This design comes from an exercise in tuning for small area, a short achievable clock period and few clock cycles on the open sky130 flow, not from production work.
RTL that was checked went through simulation tests only; none was proved equivalent to the original.

== v6 ==
// conv_layer_top
module conv_layer_top (
  input  wire                                 clk,
  input  wire                                 reset,
  input  wire                                 ld_req,
  input  wire [4-1:0]              ld_addr,
  input  wire [4*16-1:0]  ld_data,
  input  wire                                 start_req,
  input  wire [4-1:0]              rd_addr,
  output logic                                ld_ack,
  output logic                                start_ack,
  output logic [4*16-1:0] rd_data
);
Size in the first run: about 8500 cells after synthesis, about 2900 flip-flops, about 140 I/O pins, ~120000 um^2 of cells after synthesis.
Settings: LEC_CHECK=0, ABC_CLOCK_PERIOD_IN_PS=4000, CAP_MARGIN=20, CORE_MARGIN=2, CORE_UTILIZATION=40, CTS_BUF_LIST=sky130_fd_sc_hd__clkbuf_8 sky130_fd_sc_hd__clkbuf_16, CTS_CLUSTER_DIAMETER=60, CTS_CLUSTER_SIZE=20, PLACE_DENSITY=0.6, SETUP_SLACK_MARGIN=5, SLEW_MARGIN=20; clock period 11.0 ns.
standard.sh (not shown) runs the stock make flow with config.mk's settings and CLKGATE_MAP_FILE= SYNTH_SCRIPT=/design/flow/synth_recipe.tcl, a recipe that flattens the netlist after the stock synthesis.
==> flow/flow/run.sh <==
#!/bin/bash
set -euo pipefail
MARGIN=7
export BUFFER_PORTS_ARGS="-buffer_cell sky130_fd_sc_hd__buf_4"
sed -e "s/ SETUP_SLACK_MARGIN=[0-9.]*//" -e "s/ \"\${@:-finish}\"/ SETUP_SLACK_MARGIN=${MARGIN} \"\${@:-finish}\"/" standard.sh > standard_margin.sh
grep -q "SETUP_SLACK_MARGIN=${MARGIN}" standard_margin.sh
bash standard_margin.sh > standard.log 2>&1
diff inputs: v6 => v7
--- a/flow/design.v
+++ b/flow/design.v
@@ -25,22 +25,22 @@
       if (!u_raw && !u_mux[i*18+17] && (u_mux[i*18+16] || u_mux[i*18+15]))
         u_rdata[i*18 +: 16] <= 16'h7fff;
       else if (!u_raw && u_mux[i*18+17] && !(u_mux[i*18+16] && u_mux[i*18+15]))
         u_rdata[i*18 +: 16] <= 16'h8000;
       else
         u_rdata[i*18 +: 16] <= u_mux[i*18 +: 16];
     end
   end
   always_comb begin
-    u_mux   = '0;
+    u_mux   = u_wdata & {72{u_we && u_raddr == u_waddr}};
     m_rdata = '0;
     for (int k = 0; k < 16; k++) begin
-      u_mux   = u_mux   | (mem_u[k] & {72{u_raddr == 4'(k)}});
+      u_mux   = u_mux   | (mem_u[k] & {72{u_raddr == 4'(k) && !(u_we && u_waddr == 4'(k))}});
       m_rdata = m_rdata | (mem_m[k] & {60{m_rsel[k]}});
     end
   end
 endmodule
 `default_nettype wire
 `timescale 1ns/1ns
 `default_nettype none
 module conv_csa0 (
   input  wire [63:0] x,    
@@ -3378,50 +3378,58 @@
   output logic                        m_we,
   output logic [4-1:0]     m_waddr,
   output logic [59:0]                 m_wdata,
   output logic                        u_we,
   output logic [4-1:0]     u_waddr,
   output logic [71:0]                 u_wdata
 );
   localparam int L = 4;
   logic [159:0] c0_q;
-  logic [115:0] c1_q, c2_q;
-  logic [115:0] c1_p, c2_p;
+  logic [115:0] c1_q, c1_p;
+  logic [131:0] c2_q, c2_p;
   logic [59:0]  y0_q, m_q;
   logic [63:0]  s1, s2;         
   logic [3:0]   a0, a1, a2, a3, a4;
   logic         v0, v1, v2, v3, v4;
   logic [63:0]  x_in, y0_x, m_x, s_in;
   logic [159:0] c0_d, c1_d, c2_d;
   logic [59:0]  y0_d, m_d;
   logic [71:0]  u_d;
   logic [63:0]  skip_rec;
   function automatic logic [28:0] half_add(logic [19:0] a, logic [19:0] b);
     logic [10:0] lo;
     lo = {1'b0, a[9:0]} + {1'b0, b[9:0]};
     half_add = {b[19:10], a[19:10], lo[10], lo[9:2]};
   endfunction
   function automatic logic [17:0] half_rest(logic [28:0] p);
     half_rest = {p[18:9] + p[28:19] + {9'd0, p[8]}, p[7:0]};
   endfunction
+  function automatic logic [32:0] half_add6(logic [19:0] a, logic [19:0] b);
+    logic [6:0] lo;
+    lo = {1'b0, a[5:0]} + {1'b0, b[5:0]};
+    half_add6 = {b[19:6], a[19:6], lo[6], lo[5:2]};
+  endfunction
+  function automatic logic [17:0] half_rest6(logic [32:0] p);
+    half_rest6 = {p[18:5] + p[32:19] + {13'd0, p[4]}, p[3:0]};
+  endfunction
   function automatic logic [14:0] relu_clamp(logic [19:0] t);
     if (t[19])             relu_clamp = 15'd0;
     else if (|t[18:17])    relu_clamp = 15'h7fff;
     else                   relu_clamp = t[16:2];
   endfunction
   for (genvar i = 0; i < L; i++) begin : g_lane
     logic [19:0] t0;
     logic [17:0] t1, t2;    
     assign t0 = c0_q[i*40 +: 20] + c0_q[i*40+20 +: 20];
     assign t1 = half_rest(c1_q[i*29 +: 29]);
-    assign t2 = half_rest(c2_q[i*29 +: 29]);
+    assign t2 = half_rest6(c2_q[i*33 +: 33]);
     assign c1_p[i*29 +: 29] = half_add(c1_d[i*40 +: 20], c1_d[i*40+20 +: 20]);
-    assign c2_p[i*29 +: 29] = half_add(c2_d[i*40 +: 20], c2_d[i*40+20 +: 20]);
+    assign c2_p[i*33 +: 33] = half_add6(c2_d[i*40 +: 20], c2_d[i*40+20 +: 20]);
     assign y0_d[i*15 +: 15] = relu_clamp(t0);
     assign m_d[i*15 +: 15]  = relu_clamp({t1, 2'b00});
     assign u_d[i*18 +: 18]  = t2;
     assign y0_x[i*16 +: 16] = {1'b0, y0_q[i*15 +: 15]};
     assign m_x[i*16 +: 16]  = {1'b0, m_q[i*15 +: 15]};
     assign x_in[i*16 +: 16] = inject ? m_x[i*16 +: 16] : ld_data[i*16 +: 16];
     assign skip_rec[i*16 +: 16] = rc_u[i*18 +: 16] - t2[15:0];
   end
   assign s_in = zero_s ? '0 : s2;
@@ -3448,19 +3456,19 @@
       {v0, v1, v2, v3, v4} <= '0;
     end else begin
       v0 <= ld_we || inject;
       v1 <= v0;
       v2 <= v1;
       v3 <= v2;
       v4 <= v3;
     end
   end
-  assign busy    = v0 || v1 || v2 || v3;
+  assign busy    = v0 || v1 || v2 || v3 || v4;
   assign busy_rd = v0 || v1 || v2;
   assign m_we    = v3;
   assign m_waddr = a3;
   assign m_wdata = m_q;
   assign u_we    = v4;
   assign u_waddr = a4;
   assign u_wdata = u_d;
 endmodule
 `default_nettype wire
@@ -3500,19 +3508,19 @@
   always_ff @(posedge clk) begin
     if (reset) ld_ack <= 1'b0;
     else       ld_ack <= ld_req;
   end
   assign m_ld     = (state == RUN) && (ph == 3'd0) && !pending[pos];
   assign inject   = iss;
   assign zero_s   = iss;
   assign skip_sel = iss_d;
   assign advance  = (state == RUN) && ((ph == 3'd0 && pending[pos]) || ph == 3'd6);
-  assign finish   = ((state == IDLE) && start_req && !busy && (&pending)) ||
+  assign finish   = ((state == IDLE) && start_req && !busy_rd && (&pending)) ||
                     (advance && pos == 4'(16 - 1));
   assign slow     = (state == RUN);
   assign rc_pos   = pos;
   assign rc_sel   = pos_oh;
   always_ff @(posedge clk) begin
     if (reset) begin
       iss   <= 1'b0;
       iss_d <= 1'b0;
     end else begin
Results
- Summary: with v6 as the reference, mean routed wirelength per cell in v7 moved up by a few percent.
- Against v6, v7 reports a largest fanout of any net on the critical path that is higher.
- Max capacitance violation total: v6 vs v7 identical
- v6 was smaller in final cell area than v7.
- Going from v6 to v7, the area added between synthesis and finish was found to have gone up by 0.39 points.
- v6 vs v7, worst setup path endpoint: u_mac.c2_q[65] vs u_map.u_rdata[8]
- Total routed wire length on the met1 layer: v7 < v6
Testbench counts of v7, summed over its fixed seeds: cycles 3,264.
For v6, only the layout was checked, not whether the RTL still works.

## what the ideal ports hide
No port has a modelled driver above. Below, the same layouts with a new extraction and two added sets of constraints. Step 1, drivers: a clkbuf_16 drives clk and a buf_2 each remaining input, both assumed. Step 2 also shifts input and output timing later by t, the mid clock arrival at the registers, as if the neighbouring blocks saw the same clock. a / b / c = ideal ports / drivers / drivers and shift; a / b = the first two.
run | t (ns) | setup WS [ns] | hold slack, ns | worst slew at a driven data input, ns | cell pins on the clock port's net
v6 | 0.992 | 6.814 / 6.814 / 6.016 | 0.323 / 0.323 / 0.323 | 0.12 | 1
v7 | 1.004 | 6.744 / 6.746 / 5.741 | 0.328 / 0.328 / 0.328 | 0.12 | 1
After both steps setup and hold are still met in every run listed. The setup slack of v7, which loses most, moves by +0.002 ns with the drivers and by -1.003 ns with both steps.
